Context: an optimization exercise on an open-source flow, tuned for small area, a short achievable clock period and few clock cycles per item. The choices shown serve that exercise and are no tape-out recipe.
In this exercise RTL edits were held to simulation tests only and were not proved equivalent to the original.

==> flow/design.v (outline; a module is shown in full before it is edited, if it fits) <==
// module bfu_dif_pipe: 2365 lines
// module bfu_fa: 4 lines
// module bfu_ffa: 6 lines
// module bfu_maj: 3 lines
// module bfu_ha: 4 lines
// module bfu_xor: 3 lines
// module bfu_mux: 3 lines
// module bfu_g0: 3 lines
// module bfu_g1: 3 lines
module bfu_dif_pipe (
  input  logic               clk,
  input  logic               rst,
  input  logic               in_valid,
  output logic               in_ready,
  input  logic               scale,
  input  logic signed [15:0] a_re,
  input  logic signed [15:0] a_im,
  input  logic signed [15:0] b_re,
  input  logic signed [15:0] b_im,
  input  logic signed [15:0] tw_re,
  input  logic signed [15:0] tw_im,
  output logic               out_valid,
  input  logic               out_ready,
  output logic signed [15:0] x_re,
  output logic signed [15:0] x_im,
  output logic signed [15:0] y_re,
  output logic signed [15:0] y_im
);
  // ...
==> flow/run.sh <==
#!/bin/bash
# synth_recipe.tcl (not shown) runs the flow's synth.tcl, then flattens the netlist and writes it again
# the make line also repeats each setting of config.mk as NAME=value (left out here)
make -C /OpenROAD-flow-scripts/flow DESIGN_CONFIG=/design/flow/config.mk WORK_HOME=/design/flow/orfs CLKGATE_MAP_FILE= SYNTH_SCRIPT=/design/flow/synth_recipe.tcl finish
==> flow/config.mk <==
export PLATFORM = sky130hd
export DESIGN_NAME = bfu_dif_pipe
export DESIGN_NICKNAME = bfu_dif_pipe
export VERILOG_FILES = /design/flow/design.v
export SDC_FILE = /design/flow/constraint.sdc
export NUM_CORES = 4
export LEC_CHECK = 0
export ABC_AREA = 1
export CAP_MARGIN = 20
export CORE_MARGIN = 2
export CORE_UTILIZATION = 40
export SETUP_SLACK_MARGIN = 4
export SLEW_MARGIN = 20
export SYNTH_HIERARCHICAL = 1
==> flow/constraint.sdc <==
create_clock -name core_clock -period 8.0 [get_ports {clk}]
set_input_delay 1.6000 -clock core_clock [delete_from_list [all_inputs] [get_ports {clk}]]
set_output_delay 1.6000 -clock core_clock [all_outputs]
set_load 0.01 [all_outputs]
==> notes.md, run 1 <==
The run finished with no timing, DRC or antenna violations. The share of the core filled with cells in the final layout came out at 46.2%. The highest layer touched by signal routing is met5. The adder-cell share of the synthesized area came out at a little under a third. Port buffering added 166 buffers. Setup violations remaining at the end of the flow were counted as 0. The clock tree synthesis step divided the H-tree into 2 levels. The number of flip-flops and latches came out at 405. The number of inverters outside the clock class in the layout came out at 324. Before CTS, the worst setup slack after placement is approximately 2.9 ns. The met3 track demand over resource came out at under 10%. TritonCTS built the clock tree. The startpoint of the worst hold path is xr3[14]. The tightest hold margin came out at between 0.4 and 0.5 ns. The post-synthesis simple-gate area fraction came out at 6.24%. The number of cells traversed by the worst register-to-register path came out at 7. The most numerous cell on the critical path is sky130_fd_sc_hd__fa_1. After detailed routing, the average wire length per cell comes to around 24 um. On the final layout, the worst clock skew is about 0.028 ns. In the post-synthesis netlist, the cell with the most instances is sky130_fd_sc_hd__xor2_1. The setup slack of the most critical reg-to-reg path is 3.99 ns. Of all cell types, the one taking the most synthesized area is sky130_fd_sc_hd__edfxtp_1. The total CTS buffers came out at just under 50. The combined global-route utilization of all metal layers came out at about a quarter. The starting DRC count in detailed routing came out at 2,898. The number of endpoints with negative hold slack in the final report is 0.

Walking the worst path, the cells encountered are buf_4 > inv_1 > xor2_1 > fa_1 > fa_1 > fa_1 > fa_1. In this run the worst path has a maximum fanout of 35. The count of TritonRoute iterations in the first routing pass came out at 6.

The share of post-route cells with drive strength above 1 is approximately an eighth. The number of non-clock buffers in the layout is ~300. The measured slew at the worst slew-check pin is about 1 ns. Setup repair after global routing could not meet its margin everywhere. Using the TritonRoute via totals, the vias-per-cell ratio works out to 5.70. The sequential cell area in the final layout came out at approximately 0.011 mm^2.
Testbench counts, summed over its fixed seeds: cycles 12,024, items 12,000.
==> run 2, diff against run 1 <==
--- a/flow/config.mk
+++ b/flow/config.mk
@@ -9,5 +9,5 @@
 export CAP_MARGIN = 20
 export CORE_MARGIN = 2
-export CORE_UTILIZATION = 40
+export CORE_UTILIZATION = 60
 export SETUP_SLACK_MARGIN = 4
 export SLEW_MARGIN = 20
==> run 2 against run 1 <==
  * Still clean on timing, DRC and antenna
  * Clock skew grew 0.0019 ns
  * Cell area shrank 1.3%
  * Die area shrank 33%
  * Utilization grew 22 points
  * Final cell count shrank 8.0%
  * Worst hold slack gained 0.0030 ns
  * Largest cell class unchanged
  * Highest routed layer unchanged
==> notes.md, run 2 <==
The area growth from synthesis to layout is 13.2%. The wire-length estimate of the detail-placed layout is ~80 mm. The routed design could run at a clock period as short as between 3 and 4 ns.

After synthesis, the largest area contributor takes up 24.3% of total cell area. The clock latency reported for the late side of the worst-skew pair is around 0.6 ns. In the layout the commonest cells are 593 x sky130_fd_sc_hd__xor2_1, 533 x sky130_fd_sc_hd__nand2_1, 499 x sky130_fd_sc_hd__o22ai_1, 474 x sky130_fd_sc_hd__fa_1, 320 x sky130_fd_sc_hd__edfxtp_1. The final worst-path cycle share is between 40% and 50%. The critical-path maximum fanout is 5 (-86%).

The setup path with the least slack is of type reg2reg. The total CTS buffers came out at 48 (-2.0%). The average wire per cell in the routed design was 26.2 um (+8.3%).

The worst-case headroom to the max-slew limit came out at approximately an eighth. The measured slew at the worst slew-check pin came out at 1.30 ns (+0.294 ns). The register area share after synthesis is roughly 29%. The cell area after technology mapping came out at approximately 0.040 mm^2.

The number of enable-type register cells in the synthesized netlist came out at between 300 and 400. In the synthesized netlist, the cells that appear most often are 603 x sky130_fd_sc_hd__xor2_1, 535 x sky130_fd_sc_hd__nand2_1, 514 x sky130_fd_sc_hd__o22ai_1. The summed negative setup slack over all endpoints came out at 0 ns.

Leaving out filler cells and counting taps, the final layout contains ~4,800. For hold timing, the worst endpoint is x_re[9]. The capture point of the worst reg-to-reg path is yre_r2_18.

Measured along the x axis, the die boundary spans between 200 and 300 um. The starting DRC count in detailed routing came out at 3,409 (+18%). Yosys instantiated no cell more often than sky130_fd_sc_hd__xor2_1. The largest registers in the layout are di2: 17 flops, dr2: 17 flops.

The proportion of synthesized flip-flops having asynchronous set or reset is less than 1%. The total cell area at the placement stage came out at approximately 0.042 mm^2. The floorplan step defined a core boundary enclosing roughly 0.066 mm^2. The register bit total from synthesis is about 400. The setup slack of the most critical reg-to-reg path is 4.03 ns (+0.04 ns). By area the synthesized netlist is led by sky130_fd_sc_hd__edfxtp_1 24%, sky130_fd_sc_hd__fa_1 24%, sky130_fd_sc_hd__xor2_1 13%. The number of instances in the placed design is roughly 4,700.

After filler insertion, the fill cell instance count of the layout stands at 4,974. The average via count per standard cell is 6.37 (+12%). After detailed routing, the number of remaining DRC violations is 0.

The cell type with the highest aggregate area in the netlist is sky130_fd_sc_hd__edfxtp_1. Among all flip-flop cells after synthesis, the most frequent one is sky130_fd_sc_hd__edfxtp_1. The total via count in the routed design came out at about 31,000. The number of sinks driven by the clock tree came out at between 400 and 500. The die outline height came out at about 260 um. The worst clock skew is 0.0296 ns (+0.00194 ns). The worst-case clock buffer depth is 3. The endpoint arrival time on the critical path is roughly 4.3 ns. After the last flow step, the layout net total stands at 4,683. The pin count of the biggest net entering global routing is between 150 and 200. The share of post-route cells with drive strength above 1 is 13.2% (-0.057 points). The final max-slew violation count is 0.

The worst setup path is captured at a register. The via count of the first global-routing pass came to roughly 32,000. TritonCTS built the clock tree. The count of boundary I/O pins came out at about 170. STA classifies the critical path startpoint as a register. The total of buffers placed on input and output ports is 166 (unchanged). The post-layout instance area is approximately 0.045 mm^2. The congestion estimate from routability-driven global placement came to 0.943.

The count of maximum capacitance violations is 0. The number of antenna violations at the first check in global routing came to 3. The total die area is ~0.068 mm^2. The total congestion overflow came out at 0. The first global-routing pass estimated about 190 mm of wire. For this configuration, the core starts out at a cell density of 60.3%. The final count of negative-setup-slack endpoints came out at 0 (unchanged). The flow ran to the end and the layout has no timing, DRC or antenna violations.

The library cell used most frequently in the layout, excluding fill and tap cells, is sky130_fd_sc_hd__xor2_1. The count of different cell masters after synthesis came out at 29. The number of endpoints with negative hold slack in the final report came out at 0 (unchanged).

Setup repair after global routing could not meet its margin everywhere. The number of nets with antenna violations after detailed routing came out at 0. The number of cells traversed by the worst register-to-register path is 10 (+3). The count of H-tree levels built during CTS is 2 (unchanged). The worst hold path begins at xr3[9]. Derived from the worst setup path, the maximum achievable clock frequency is roughly 250 MHz. The number of warnings issued by yosys is 7.

The combined global-route utilization of all metal layers is 37.5% (+13 points). The tightest hold margin came out at 0.417 ns (+0.00297 ns). The worst hold path stage count came out at 0. The path class of the tightest hold or removal check is reg2reg.

The count of TritonRoute iterations in the first routing pass is 8 (+2). In this run, post-CTS hold repair placed 0 buffers. The clock-pin slew of the registers on the worst-case setup and hold paths came out at around 0.070 ns. The count of standard-cell rows came out at 94. After detailed routing, the total wire length is approximately 130 mm. The average instance area after synthesis came out at between 10 and 15 um^2.

The synthesized netlist cell count is 3,808. The required time of the critical path is between 8 and 9 ns.

The startpoint identified for the worst register-to-register timing path is dr2[16]. The root buffer cell chosen for the clock tree is sky130_fd_sc_hd__clkbuf_16.
[run 2: cell counts after synthesis]
Identical to the previous run, type by type.
[run 2: cell families (layout without fill, tap and decap cells)]
logic type,Yosys count,in the layout,share of synthesized area [%]
buffers and inverters,595,726,6.09
adder cells (fa/ha/maj),676,676,30.5
flip-flops,405,405,28.7
other,1,3,0.00949
AO/OA/AOI/OAI,797,797,13.1
multiplexers,19,19,0.529
XOR/XNOR,670,670,14.8
AND/OR/NAND/NOR,645,649,6.24
[run 2: what timing repair did]
| item | 4_1_cts | 5_1_grt |
|---|---|---|
| buffers inserted | 34 | 18 |
| endpoints found under the setup margin | 114 | 92 |
| gates cloned | 2 | 3 |
| gates resized for setup | 78 | 136 |
| pin swaps | 4 | 21 |
[run 2: per-module statistics from Yosys (local to each module, per instance)]
| module | cells | area, um^2 | flip-flops and latches | copies in the design |
|---|---|---|---|---|
| bfu_mux | 4 | 15.0 | 0 | 82 |
| bfu_g0 | 1 | 8.76 | 0 | 144 |
| bfu_g1 | 1 | 5.00 | 0 | 64 |
| bfu_ha | 1 | 12.5 | 0 | 180 |
| bfu_dif_pipe | 2612 | 24800 | 405 | 1 |
| bfu_fa | 1 | 20.0 | 0 | 480 |
[run 2: how the worst max path moves through the flow]
stage	slack [ns]	from	cells past startpoint	endpoint
2_1_floorplan	3.03	out_ready	2	in_ready
3_3_place_gp	3.08	scale	9	xi2[13]
3_5_place_dp	2.96	scale	10	xr2[6]
4_1_cts	4.00	two_r2[1]	9	yre_r2_18
5_1_grt	3.91	yre_r2_14	18	y_re[13]
6_report	4.03	dr2[16]	10	yre_r2_18
[run 2: metrics by stage]
stage          setup WS (ns)  utilization [%]
5_1_grt                 3.91             68.3
4_1_cts                 4.00             67.1
3_5_place_dp            2.96             63.9
3_3_place_gp            3.08             63.9
6_report                4.03             68.3
2_1_floorplan           3.03                -
[run 2: metal layers]
layer	share of wire, %	GRT usage, %	wire length (um)	vias to the layer above
met2	45	59.0	56600	2069
met4	6.2	21.1	7760	6
met5	0.048	0	61	-
li1	-	-	-	13024
met1	36	46.0	45800	14951
met3	12	11.6	15600	585
[run 2: layout make-up]
class	instances	area (um^2)	area share, %
multi-input combinational	2813	26200	58.6
antenna	1	2.50	0.00560
tap	864	1080	2.42
timing repair buffer	315	3150	7.04
clock buffer	58	1240	2.77
inverter	323	1290	2.89
sequential	405	11400	25.5
clock inverter	30	330	0.739
[run 2: critical path, cell delays in order (launching register included)]
cell                         delay, ns
sky130_fd_sc_hd__dfxtp_1          0.35
sky130_fd_sc_hd__buf_12           0.13
sky130_fd_sc_hd__clkinvlp_4       0.10
sky130_fd_sc_hd__buf_4            0.18
sky130_fd_sc_hd__o22ai_2          0.19
sky130_fd_sc_hd__xor2_1           0.22
sky130_fd_sc_hd__fa_1             0.49
sky130_fd_sc_hd__fa_1             0.57
sky130_fd_sc_hd__fa_1             0.47
sky130_fd_sc_hd__fa_2             0.63
sky130_fd_sc_hd__fa_1             0.41
==> run 3, diff against run 2 <==
--- a/flow/config.mk
+++ b/flow/config.mk
@@ -10,4 +10,6 @@
 export CORE_MARGIN = 2
 export CORE_UTILIZATION = 60
+export CTS_CLUSTER_DIAMETER = 100
+export CTS_CLUSTER_SIZE = 20
 export SETUP_SLACK_MARGIN = 4
 export SLEW_MARGIN = 20
==> run 3 against run 2 <==
  * Still clean on timing, DRC and antenna
  * Clock skew fell by 0.0069 ns
  * Area after synthesis did not move
  * Global-route usage fell by 0.51 points
  * Critical path type unchanged
==> notes.md, run 3 <==
The flow ran to the end and the layout has no timing, DRC or antenna violations. The core box area came to 0.0655 mm^2 (unchanged). The largest registers in the layout are di2: 17 flops, dr2: 17 flops.

The average via count per standard cell is 6.39 (+0.35%). The average wire per cell in the routed design is 26.3 um (+0.52%). The count of unresolved DRC violations after routing is 0 (unchanged). The type of the setup path with the least slack is reg2reg. The number of enable-type register cells in the synthesized netlist is 320 (unchanged). The total cell area at the placement stage came out at 0.0418 mm^2 (unchanged). The area taken by multi-input logic gates is 0.0262 mm^2 (+0.14%).

The count of TritonRoute iterations in the first routing pass came out at 6 (-2). The proportion of synthesized flip-flops having asynchronous set or reset came out at 0.741% (unchanged). The cell area after technology mapping is 0.0395 mm^2 (unchanged). Setup repair after global routing could not meet its margin everywhere. The highest attainable clock frequency came out at 249 MHz (-0.91%). The leading cell type in the layout, fill and taps excluded is sky130_fd_sc_hd__xor2_1. The final antenna diode count came to 0 (-1). The average instance area after synthesis is 10.4 um^2 (unchanged).

The required time of the critical path is 8.37 ns (about the same). The total CTS buffers came out at 28 (-42%). The starting DRC count in detailed routing is 3,710 (+8.8%). TritonCTS built the clock tree. The number of endpoints with negative hold slack in the final report came out at 0 (unchanged). The worst-case clock buffer depth is 3 (unchanged). After synthesis, the cell types taking the most area are sky130_fd_sc_hd__edfxtp_1 24%, sky130_fd_sc_hd__fa_1 24%, sky130_fd_sc_hd__xor2_1 13%. The count of H-tree levels built during CTS came out at 1 (-1). The number of nets with antenna violations after detailed routing is 0 (unchanged).

The critical-path maximum fanout came out at 5 (unchanged). The largest individual stage delay along the critical path comes from the cell sky130_fd_sc_hd__fa_2. The final worst-path cycle share is 50.1% (+0.46 points). The final cell count without fillers was 4,781 (-0.58%).

The total of buffers placed on input and output ports was 166 (unchanged). The peak per-stage delay on the critical path is 0.62 ns (about the same). For this run, the leading register cell type out of synthesis is sky130_fd_sc_hd__edfxtp_1. Traced cell by cell, the critical path runs through buf_12 > clkinvlp_4 > buf_4 > o22ai_2 > xor2_2 > fa_1 > fa_1 > fa_1 > fa_2 > fa_1. The biggest area contributor in the post-synthesis netlist is sky130_fd_sc_hd__edfxtp_1.

The total congestion overflow came out at 0 (unchanged). The smallest setup slack after layout was 3.99 ns (-0.0366 ns). The via count of the first global-routing pass is 31,949 (-1.3%).

The number of instances in the placed design was 4,661 (unchanged). The summed negative setup slack over all endpoints is 0 ns (unchanged). The number of sinks driven by the clock tree came out at 405 (unchanged). The overall die width was 261 um (unchanged). The total via count in the routed design was 30,563 (-0.24%).

The global-route wire length before repair came to 188 mm (-1.0%). Counting instances in the post-synthesis netlist gives the leading cell types as 603 x sky130_fd_sc_hd__xor2_1, 535 x sky130_fd_sc_hd__nand2_1, 514 x sky130_fd_sc_hd__o22ai_1. The post-layout instance area is 0.0443 mm^2 (-1.0%).

The library cells used most frequently in the layout, excluding fill and tap cells, are 592 x sky130_fd_sc_hd__xor2_1, 533 x sky130_fd_sc_hd__nand2_1, 494 x sky130_fd_sc_hd__o22ai_1, 476 x sky130_fd_sc_hd__fa_1, 320 x sky130_fd_sc_hd__edfxtp_1. The share of the core filled with cells in the final layout is 67.6% (-0.70 points). The placer's final routability congestion estimate is 0.943 (unchanged). In this design, the largest share of critical-path delay is due to adder cells. The starting utilization of the core area is 60.3% (unchanged). The share of post-route cells with drive strength above 1 came out at 12.7% (-0.50 points).

The synthesized netlist cell count is 3,808 (unchanged). The count of maximum capacitance violations came out at 0 (unchanged). The count of different cell masters after synthesis came out at 29 (unchanged). The combined global-route utilization of all metal layers came out at 37.0% (-0.51 points). The worst hold path belongs to the class reg2reg. The register bit total from synthesis was 405 (unchanged). The placed wire-length estimate is 81.9 mm (unchanged).

The number of antenna violations at the first check in global routing came out at 0 (-3). The count of standard-cell rows came out at 94 (unchanged). The endpoint arrival time on the critical path is 4.38 ns (+0.05 ns). The worst slack at placement is 2.96 ns (unchanged).

The total wire length after detailed routing came to 126 mm (about the same). The area growth from synthesis to layout is 12.0%. The hold buffer count at cts came out at 0 (unchanged). The final critical delay including setup and external delays is 4.01 ns (+0.0366 ns). The number of warnings issued by yosys is 7 (unchanged).

The final count of negative-setup-slack endpoints came out at 0 (unchanged). By instance count, the cell type seen most on the critical path is sky130_fd_sc_hd__fa_1. Among all cell types in the netlist, the one instantiated most often is sky130_fd_sc_hd__xor2_1. The total die area is 0.0679 mm^2 (unchanged). The measured slew at the worst slew-check pin came out at 1.09 ns (-0.211 ns).

STA classifies the critical path startpoint as a register. The sequential cell area in the final layout was 0.0114 mm^2 (about the same). The worst-case headroom to the max-slew limit is 27.0% (+14 points). The count of boundary I/O pins came out at 167 (unchanged).

The worst clock skew came to 0.0228 ns (-0.00686 ns). The pin count of the biggest net entering global routing came out at 163 (unchanged). The clock tree root buffer cell is sky130_fd_sc_hd__clkbuf_16. The die outline height is 261 um (unchanged). The clock latency reported for the late side of the worst-skew pair came out at 0.64 ns (+0.03 ns).

The number of nets in the layout came out at 4,672 (-0.23%). The count of buffering cells on the critical path with inverters included is 3 (unchanged). The tightest hold margin came out at 0.421 ns (+0.00350 ns). The final max-slew violation count came out at 0 (unchanged).

The clock-pin slew of the registers on the worst-case setup and hold paths came to 0.09 ns (+0.02 ns). The number of filler cells placed in the layout came out at 5,030 (+1.1%). The worst setup path is captured at a register. The area share of the largest cell type after synthesis came out at 24.3% (unchanged). The register area share after synthesis came out at 28.7% (unchanged).
[run 3: cell counts after synthesis]
Identical to the previous run, type by type.
[run 3: Yosys stat by module (local to each module, per instance)]
module	area, um^2	copies in the design	flip-flops and latches
bfu_g1	5.00	64	0
bfu_dif_pipe	24800	1	405
bfu_mux	15.0	82	0
bfu_g0	8.76	144	0
bfu_ha	12.5	180	0
bfu_fa	20.0	480	0
[run 3: cells by family after synthesis]
| kind of cell | Yosys count | share of synthesized area [%] |
|---|---|---|
| fa+ha+maj | 676 | 30.5 |
| flops | 405 | 28.7 |
| buf+inv | 595 | 6.09 |
| mux | 19 | 0.529 |
| other cells | 1 | 0.00949 |
| xor+xnor | 670 | 14.8 |
| simple gates | 645 | 6.24 |
| compound gates | 797 | 13.1 |
[run 3: final timing paths]
path	start	to	slack, ns	cells past startpoint
max in group asynchronous	rst	out_valid	6.74	2
hold / removal	xr3[5]	x_re[5]	0.42	0
setup / recovery	dr2[16]	yre_r2_18	3.99	10
hold reg to reg	xr3[5]	x_re[5]	0.42	0
min in group asynchronous	rst	v2	1.13	2
setup reg to reg	dr2[16]	yre_r2_18	3.99	10
[run 3: repair_timing]
action	in CTS	in global routing
endpoints found under the hold margin	0	0
cloned	2	8
pin swaps	3	23
setup buffers	33	25
setup endpoints to repair	113	84
gates resized for setup	80	157
[run 3: area by class of cell]
class,instances,area share (%)
multi-input combinational,2814,59.3
sequential,405,25.8
timing repair buffer,322,7.48
inverter,323,2.93
tap,864,2.44
clock buffer,41,1.72
clock inverter,11,0.308
timing repair inverter,1,0.0113
[run 3: routing by layer]
| layer | part of all wire, % | vias to the layer above | global-route usage, % |
|---|---|---|---|
| li1 | - | 12997 | - |
| met1 | 36 | 14956 | 45.7 |
| met5 | 0 | - | 0 |
| met4 | 6.1 | 0 | 20.0 |
| met2 | 45 | 2064 | 58.7 |
| met3 | 12 | 546 | 10.8 |
==> run 4, diff against run 3 <==
==> flow/flow/run.sh (new file) <==
#!/bin/bash
# Own layout flow: the standard flow (standard.sh: standard synthesis,
# floorplan, placement, CTS, routing, finish) with one change: the buffer that
# port buffering puts on every input and output port is
# sky130_fd_sc_hd__buf_2 instead of buffer_ports' default choice
# (clkdlybuf4s50_1, a slower and larger delay buffer).
cp standard.sh standard_sh.txt
export BUFFER_PORTS_ARGS="-buffer_cell sky130_fd_sc_hd__buf_2"
bash standard.sh > standard.log 2>&1
status=$?
grep -h "RSZ-002[78]" orfs/logs/*/*/*/3_3_place_gp.log > port_buffers.log 2>&1
exit $status
==> flow/standard.sh (new file) <==
#!/bin/bash
# synth_recipe.tcl (not shown) runs the flow's synth.tcl, then flattens the netlist and writes it again
# the make line also repeats each setting of config.mk as NAME=value (left out here)
make -C /OpenROAD-flow-scripts/flow DESIGN_CONFIG=/design/flow/config.mk WORK_HOME=/design/flow/orfs CLKGATE_MAP_FILE= SYNTH_SCRIPT=/design/flow/synth_recipe.tcl "${@:-finish}"
removed: flow/run.sh
==> run 4 against run 3 <==
  * Still clean on timing, DRC and antenna
  * Sequential share of layout area grew 0.41 points
  * Setup slack worse by 0.032 ns
  * Fmax is 0.78% lower
  * Area after synthesis unchanged
  * Count of clock-buffer cells in the layout up 1
  * Cell area is 1.6% lower
  * Critical endpoint is now yim_r2_17
  * Highest routed layer is now met5
==> notes.md, run 4 <==
The measured slew at the worst slew-check pin was 1.16 ns (+0.0680 ns). The cell area after technology mapping is 0.0395 mm^2 (unchanged). The count of H-tree levels built during CTS came out at 1 (unchanged). The commonest cells after synthesis are 603 x sky130_fd_sc_hd__xor2_1, 535 x sky130_fd_sc_hd__nand2_1, 514 x sky130_fd_sc_hd__o22ai_1. The synthesized netlist cell count is 3,808 (unchanged). The total die area is 0.0679 mm^2 (unchanged). The multiplexer share of the synthesized area was 0.529% (unchanged). The highest attainable clock frequency came out at 248 MHz (-0.78%). The most common cell in the netlist is sky130_fd_sc_hd__xor2_1.

The worst slack at placement is 3.34 ns (+0.385 ns). The adder-cell share of the synthesized area came out at 30.5% (unchanged). The share of the synthesized netlist area taken by xor and xnor gates came out at 14.8% (unchanged). The starting utilization of the core area is 60.3% (unchanged). The total wire length after detailed routing came to 125 mm (-0.31%). In this run the critical register-to-register path is launched from one_i2[2]. Setup repair after global routing could not meet its margin everywhere. The cell sitting at the root of the clock tree is a sky130_fd_sc_hd__clkbuf_16. The register area share after synthesis is 28.7% (unchanged). The smallest setup slack after layout is 3.96 ns (-0.0316 ns).

The die outline height is 261 um (unchanged). The average wire per cell in the routed design is 26.2 um (-0.41%). The worst-case headroom to the max-slew limit is 23.0% (-4.0 points).

The total CTS buffers came out at 27 (-3.6%). The endpoint class of the critical path is a register.

The largest registers in the layout are di2: 17 flops, dr2: 17 flops. The tightest min-delay check is of the reg2reg type. The final max-slew violation count is 0 (unchanged).

In this run the most critical hold path is launched from xr3[10]. The average via count per standard cell is 6.39 (about the same). The number of filler cells placed in the layout was 5,234 (+4.1%). The area share of the largest cell type after synthesis came out at 24.3% (unchanged). The post-synthesis simple-gate area fraction is 6.24% (unchanged). The number of warnings issued by yosys is 7 (unchanged). The final count of negative-setup-slack endpoints was 0 (unchanged). The number of antenna violations at the first check in global routing is 3 (+3). The count of boundary I/O pins came out at 167 (unchanged). The clock-pin slew of the registers on the worst-case setup and hold paths came out at 0.09 ns (about the same). The library cells used most frequently in the layout, excluding fill and tap cells, are 589 x sky130_fd_sc_hd__xor2_1, 534 x sky130_fd_sc_hd__nand2_1, 486 x sky130_fd_sc_hd__o22ai_1, 473 x sky130_fd_sc_hd__fa_1, 320 x sky130_fd_sc_hd__edfxtp_1. The required time of the critical path came out at 8.37 ns (about the same). STA classifies the critical path startpoint as a register.

The number of cells traversed by the worst register-to-register path was 9 (-1). The type of the setup path with the least slack is reg2reg. The core box area is 0.0655 mm^2 (unchanged). After synthesis, the largest family of logic cells by area is adder cells.

The starting DRC count in detailed routing came out at 3,510 (-5.4%). The final critical delay including setup and external delays came out at 4.04 ns (+0.0316 ns). The total of buffers placed on input and output ports was 166 (unchanged). The worst hold path stage count is 0 (unchanged). The setup slack of the most critical reg-to-reg path came to 3.96 ns (-0.03 ns). The pin count of the biggest net entering global routing came out at 230 (+41%).

The library cell used most frequently in the layout, excluding fill and tap cells, is sky130_fd_sc_hd__xor2_1. The critical-path maximum fanout was 24 (+19). The count of maximum capacitance violations is 0 (unchanged).

The total congestion overflow is 0 (unchanged). The number of enable-type register cells in the synthesized netlist came to 320 (unchanged). By area the synthesized netlist is led by sky130_fd_sc_hd__edfxtp_1 24%, sky130_fd_sc_hd__fa_1 24%, sky130_fd_sc_hd__xor2_1 13%. The clock latency reported for the late side of the worst-skew pair is 0.66 ns (+0.02 ns). The overall die width is 261 um (unchanged). The number of nets with antenna violations after detailed routing came out at 0 (unchanged).

For hold timing, the worst endpoint is x_re[10]. The flow ran to the end and the layout has no timing, DRC or antenna violations. The global-route wire length before repair came out at 188 mm (+0.10%). The proportion of synthesized flip-flops having asynchronous set or reset is 0.741% (unchanged). The average instance area after synthesis came out at 10.4 um^2 (unchanged). The count of standard-cell rows is 94 (unchanged). The worst register-to-register path ends at yim_r2_17.

The number of nets in the layout came out at 4,677 (+0.11%). The via count of the first global-routing pass is 32,054 (+0.33%). The share of post-route cells with drive strength above 1 is 17.1% (+4.4 points). The final worst-path cycle share came to 50.5% (+0.39 points). The worst clock skew is 0.0398 ns (+0.0170 ns). The total via count in the routed design came to 30,574 (+0.036%). The hold buffer count at cts is 0 (unchanged). The placer's final routability congestion estimate came out at 0.963 (+2.1%). The count of different cell masters after synthesis is 29 (unchanged).

The CTS tree is done. The number of endpoints with negative hold slack in the final report came out at 0 (unchanged). The dominant register cell in the synthesized netlist is sky130_fd_sc_hd__edfxtp_1.

The cell type with the highest aggregate area in the netlist is sky130_fd_sc_hd__edfxtp_1. The summed negative setup slack over all endpoints is 0 ns (unchanged). The placed wire-length estimate is 82.9 mm (+1.2%). The area growth from synthesis to layout is 10.3%.

The count of TritonRoute iterations in the first routing pass came out at 7 (+1). The worst-case clock buffer depth came out at 3 (unchanged). The register bit total from synthesis is 405 (unchanged). The endpoint arrival time on the critical path came out at 4.41 ns (+0.03 ns). The number of sinks driven by the clock tree came to 405 (unchanged). The count of unresolved DRC violations after routing came out at 0 (unchanged).

The combined global-route utilization of all metal layers is 36.8% (-0.14 points). The fraction of the mapped netlist area in compound gates came out at 13.1% (unchanged).
run 4: cell types whose count changed in the layout (fill, tap and decap cells not counted), moves of 5 or more:
| cell | before | now |
|---|---|---|
| sky130_fd_sc_hd__o22ai_2 | 18 | 23 |
| sky130_fd_sc_hd__o22ai_1 | 494 | 486 |
| sky130_fd_sc_hd__clkinvlp_4 | 17 | 22 |
| sky130_fd_sc_hd__clkdlybuf4s50_1 | 163 | 0 |
| sky130_fd_sc_hd__buf_2 | 0 | 166 |
run 4: worst max path at each step:
| stage | startpoint | end | slack [ns] | cells past startpoint |
|---|---|---|---|---|
| finish | one_i2[2] | yim_r2_17 | 3.96 | 9 |
| global route | one_i2[0] | yim_r2_14 | 3.91 | 10 |
| CTS | one_i2[6] | yim_r2_15 | 4.00 | 9 |
| detailed placement | yre_r0_15 | y_re[14] | 3.34 | 17 |
| global placement | yre_r0_15 | y_re[11] | 3.46 | 19 |
| floorplan | out_ready | in_ready | 3.03 | 2 |
run 4: layout make-up:
cell class / count / area [um^2] / share of cell area (%)
antenna: 1 / 2.50 / 0.00574
inverter: 323 / 1320 / 3.02
timing repair buffer: 331 / 2580 / 5.92
tap: 864 / 1080 / 2.48
clock buffer: 42 / 753 / 1.73
multi-input combinational: 2812 / 26300 / 60.4
clock inverter: 8 / 113 / 0.258
sequential: 405 / 11400 / 26.2
run 4: worst max-delay path, cell delays in order, from the launching register on:
cell                         delay (ns)
sky130_fd_sc_hd__dfxtp_4           0.40
sky130_fd_sc_hd__clkinvlp_4        0.14
sky130_fd_sc_hd__buf_8             0.20
sky130_fd_sc_hd__o22ai_2           0.21
sky130_fd_sc_hd__xor2_1            0.24
sky130_fd_sc_hd__fa_1              0.53
sky130_fd_sc_hd__fa_2              0.61
sky130_fd_sc_hd__fa_2              0.45
sky130_fd_sc_hd__fa_2              0.55
sky130_fd_sc_hd__fa_1              0.40
run 4: logic make-up after synthesis:
kind of cell	after synthesis
adders and majority gates	676
xor gates and xnor gates	670
buffers and inverters	595
muxes	19
AOI/OAI and AO/OA	797
other	1
DFF	405
and+or+nand+nor	645
run 4: routing by layer:
layer  up-vias  GRT usage (%)  part of all wire [%]
li1      13008              -                     -
met1     15050           46.5                    37
met2      1988           57.9                    45
met3       522           10.1                    11
met4         6           19.8                   6.1
met5         -          0.855                 0.098
run 4: what timing repair did:
item                       4_1_cts  5_1_grt
buffers inserted                22       50
cloned                           0        5
pin swaps                        3       48
setup endpoints to repair       84       89
resized for setup               74      184
run 4: Yosys stat by module (local to each module, per instance):
module	cells inside	copies in the design	cell area (um^2)
bfu_ha	1	180	12.5
bfu_fa	1	480	20.0
bfu_mux	4	82	15.0
bfu_dif_pipe	2612	1	24800
bfu_g1	1	64	5.00
bfu_g0	1	144	8.76
run 4: stage by stage:
step / cells / util (%) / instance area, um^2 / hold slack (ns)
3_5_place_dp: 4658 / 62.6 / 41000 / 0.405
6_report: 4786 / 66.5 / 43600 / 0.412
5_1_grt: 4785 / 66.5 / 43600 / 0.413
4_1_cts: 4730 / 64.6 / 42300 / 0.416
2_1_floorplan: 3809 / - / 39500 / 0.400
3_3_place_gp: 4658 / 62.6 / 41000 / 0.401
==> run 5, diff against run 4 <==
--- a/flow/config.mk
+++ b/flow/config.mk
@@ -10,6 +10,4 @@
 export CORE_MARGIN = 2
 export CORE_UTILIZATION = 60
-export CTS_CLUSTER_DIAMETER = 100
-export CTS_CLUSTER_SIZE = 20
 export SETUP_SLACK_MARGIN = 4
 export SLEW_MARGIN = 20
==> run 5 against run 4 <==
  * Still clean on timing, DRC and antenna
  * Critical path depth shrank 2
  * Wire length shrank 0.50%
  * First-iteration DRC count grew 0.31%
  * Area after synthesis is the same
  * Utilization is essentially flat
  * Highest routed layer unchanged
==> notes.md, run 5 <==
The measured slew at the worst slew-check pin is 1.17 ns (+0.0131 ns). The highest attainable clock frequency came out at 252 MHz (+1.7%). Leaving out fill and tap cells, the most frequent cells in the layout are 599 x sky130_fd_sc_hd__xor2_1, 534 x sky130_fd_sc_hd__nand2_1, 507 x sky130_fd_sc_hd__o22ai_1, 478 x sky130_fd_sc_hd__fa_1, 320 x sky130_fd_sc_hd__edfxtp_1. The worst setup path is of the reg2reg kind. The clock-pin slew of the registers on the worst-case setup and hold paths is 0.06 ns (-0.03 ns). The total CTS buffers is 47 (+74%). The total congestion overflow is 0 (unchanged).

The required time of the critical path came out at 8.34 ns (-0.03 ns). The summed negative setup slack over all endpoints came out at 0 ns (unchanged). The global-route wire length before repair is 189 mm (+0.26%). The combined global-route utilization of all metal layers came out at 37.1% (+0.25 points). The run finished with no timing, DRC or antenna violations. The final count of negative-setup-slack endpoints is 0 (unchanged).

The worst-case clock buffer depth is 3 (unchanged). The average via count per standard cell is 6.36 (-0.45%). The number of endpoints with negative hold slack in the final report is 0 (unchanged). The placed wire-length estimate came out at 82.9 mm (unchanged). The register bit total from synthesis came out at 405 (unchanged). The number of warnings issued by yosys came to 7 (unchanged). The number of antenna violations at the first check in global routing came out at 2 (-1).

The share of post-route cells with drive strength above 1 is 16.3% (-0.87 points). The total of buffers placed on input and output ports came out at 166 (unchanged). The met2 routed wirelength is 55.9 mm (-1.1%). The number of sinks driven by the clock tree came to 405 (unchanged). The synthesized netlist cell count came out at 3,808 (unchanged). The routed length on met1 came out at 46.2 mm (-1.3%). The count of standard-cell rows was 94 (unchanged). The placer's final routability congestion estimate is 0.963 (unchanged). The starting DRC count in detailed routing came out at 3,521 (+0.31%). By count the netlist is led by 603 x sky130_fd_sc_hd__xor2_1, 535 x sky130_fd_sc_hd__nand2_1, 514 x sky130_fd_sc_hd__o22ai_1. The final worst-path cycle share is 49.7% (-0.85 points). The pin count of the biggest net entering global routing came to 230 (unchanged). The via count of the first global-routing pass is 32,186 (+0.41%). The largest registers in the layout are di2: 17 flops, dr2: 17 flops.

The final critical delay including setup and external delays came to 3.97 ns (-0.0677 ns). The average wire per cell in the routed design was 26.0 um (-0.75%). The starting utilization of the core area came out at 60.3% (unchanged). The count of unresolved DRC violations after routing is 0 (unchanged). TritonCTS built the clock tree. The total wire length after detailed routing came out at 125 mm (-0.50%). The number of instances in the placed design came out at 4,658 (unchanged).

The final max-slew violation count came out at 0 (unchanged). The number of enable-type register cells in the synthesized netlist came out at 320 (unchanged). The root buffer cell chosen for the clock tree is sky130_fd_sc_hd__clkbuf_16. The worst clock skew was 0.0300 ns (-0.00981 ns). Among all flip-flop cells after synthesis, the most frequent one is sky130_fd_sc_hd__edfxtp_1. The average instance area after synthesis is 10.4 um^2 (unchanged). The area share of the largest cell type after synthesis is 24.3% (unchanged). The total via count in the routed design came out at 30,512 (-0.20%). The endpoint arrival time on the critical path is 4.31 ns (-0.10 ns). The register area share after synthesis is 28.7% (unchanged). STA classifies the critical path endpoint as a register. The proportion of synthesized flip-flops having asynchronous set or reset is 0.741% (unchanged).

The routed wire length on met3 came out at 15.0 mm (+5.1%). The worst-case headroom to the max-slew limit came out at 22.1% (-0.87 points). By area the synthesized netlist is led by sky130_fd_sc_hd__edfxtp_1 24%, sky130_fd_sc_hd__fa_1 24%, sky130_fd_sc_hd__xor2_1 13%. The leading cell type in the layout, fill and taps excluded is sky130_fd_sc_hd__xor2_1. The most common cell in the synthesized netlist is sky130_fd_sc_hd__xor2_1. The count of H-tree levels built during CTS is 2 (+1). STA classifies the critical path startpoint as a register. The count of maximum capacitance violations is 0 (unchanged). The total die area is 0.0679 mm^2 (unchanged). The die outline height is 261 um (unchanged). The cell type with the highest aggregate area in the netlist is sky130_fd_sc_hd__edfxtp_1.

The core box area is 0.0655 mm^2 (unchanged). The count of different cell masters after synthesis is 29 (unchanged). The number of nets in the layout is 4,672 (-0.11%).

The count of TritonRoute iterations in the first routing pass is 6 (-1). In this run the worst hold path is classified as reg2reg. The overall die width came out at 261 um (unchanged). The cell area after technology mapping came out at 0.0395 mm^2 (unchanged). The area growth from synthesis to layout was 10.3% (about the same). The clock latency reported for the late side of the worst-skew pair came out at 0.62 ns (-0.04 ns). The share of the core filled with cells in the final layout was 66.5% (about the same).

The final cell count without fillers was 4,798 (+0.25%). Setup repair after global routing could not meet its margin everywhere. The detailed router used layers up to and including met5.

The number of nets with antenna violations after detailed routing is 0 (unchanged). The count of boundary I/O pins was 167 (unchanged). The critical-path maximum fanout is 6 (-75%).
## run 5: cell counts after synthesis
No cell type changed its count.
## run 5: path summary, 6_finish.rpt
check | slack (ns) | cells after the start | startpoint | to
worst min register to register | 0.41 | 0 | xr3[11] | x_re[11]
worst min-delay path | 0.41 | 0 | xr3[11] | x_re[11]
min in group asynchronous | 0.84 | 2 | rst | out_valid
max in group asynchronous | 7.03 | 2 | rst | v3
worst max register to register | 4.03 | 7 | one_r2[0] | yim_r2_17
worst max-delay path | 4.03 | 7 | one_r2[0] | yim_r2_17
## run 5: cell type report
class | instances | area [um^2]
sequential | 405 | 11400
timing repair buffer | 306 | 2190
tap | 864 | 1080
clock buffer | 57 | 1220
clock inverter | 30 | 305
fill | 5235 | 21900
multi-input combinational | 2812 | 26100
antenna | 1 | 2.50
inverter | 323 | 1300
## run 5: worst max-delay path, cell delays in order, from the launching register on
cell and delay (ns):
sky130_fd_sc_hd__dfxtp_4 0.39, sky130_fd_sc_hd__o21ai_1 0.39, sky130_fd_sc_hd__xor2_1 0.48, sky130_fd_sc_hd__fa_1 0.57, sky130_fd_sc_hd__fa_1 0.53, sky130_fd_sc_hd__fa_1 0.43
sky130_fd_sc_hd__fa_1 0.51, sky130_fd_sc_hd__fa_1 0.41
## run 5: routing by layer
layer / vias up / GRT usage, %
met1: 14900 / 46.6
met2: 2045 / 57.6
met3: 533 / 11.1
met4: 2 / 20.8
met5: - / 0
li1: 13032 / -
## run 5: repair_timing
action                                  CTS  global route
resized for setup                        70           104
setup buffers                            22            27
hold buffers                              0             0
pin swaps                                 2            21
endpoints found under the setup margin   83            91
gates cloned                              0             3
## run 5: kinds of logic after synthesis
family / count (synthesis) / share of synthesized area (%)
compound gates: 797 / 13.1
xor+xnor: 670 / 14.8
fa+ha+maj: 676 / 30.5
buf+inv: 595 / 6.09
flops: 405 / 28.7
mux: 19 / 0.529
other cells: 1 / 0.00949
simple gates: 645 / 6.24
## run 5: through the flow
step	hold slack (ns)	setup WS, ns	area (um^2)
6_report	0.409	4.03	43600
3_5_place_dp	0.405	3.34	41000
3_3_place_gp	0.401	3.46	41000
5_1_grt	0.414	3.95	43600
4_1_cts	0.411	4.01	42900
2_1_floorplan	0.400	3.03	39500
## run 5: modules after synthesis, one instance, submodules excluded
module        area [um^2]  copies in the design
bfu_mux              15.0                    82
bfu_dif_pipe        24800                     1
bfu_g0               8.76                   144
bfu_fa               20.0                   480
bfu_g1               5.00                    64
bfu_ha               12.5                   180

==> re-timing with driven ports <==
The results above use ideal ports. As a check the final layouts listed here were re-extracted and re-timed, cells and wires unchanged. Step 1 assumes that a clkbuf_16 drives the clock port and a buf_2 every other input. Step 2 times the ports against the registers' clock, not the clock port: input delays grow and output delays shrink by t, the midpoint of the rising clock arrivals with the driver on. Three values: ideal, step 1, step 2; two values: the first two.
run	t (ns)	setup slack, ns	clock arrival spread, ns	cell pins on the clock port's net
run 1	0.686	3.988 / 3.988 / 3.582	0.028 / 0.028	1
run 2	0.665	4.028 / 4.028 / 3.551	0.030 / 0.030	1
run 3	0.692	3.991 / 3.991 / 3.515	0.028 / 0.028	1
run 4	0.711	3.960 / 3.960 / 3.510	0.040 / 0.040	1
run 5	0.663	4.027 / 4.027 / 3.595	0.034 / 0.033	1
After both steps every run listed still meets setup and hold. For run 2, which loses most, drivers alone change the setup slack by 0.000 ns; drivers and shift together by -0.477 ns.
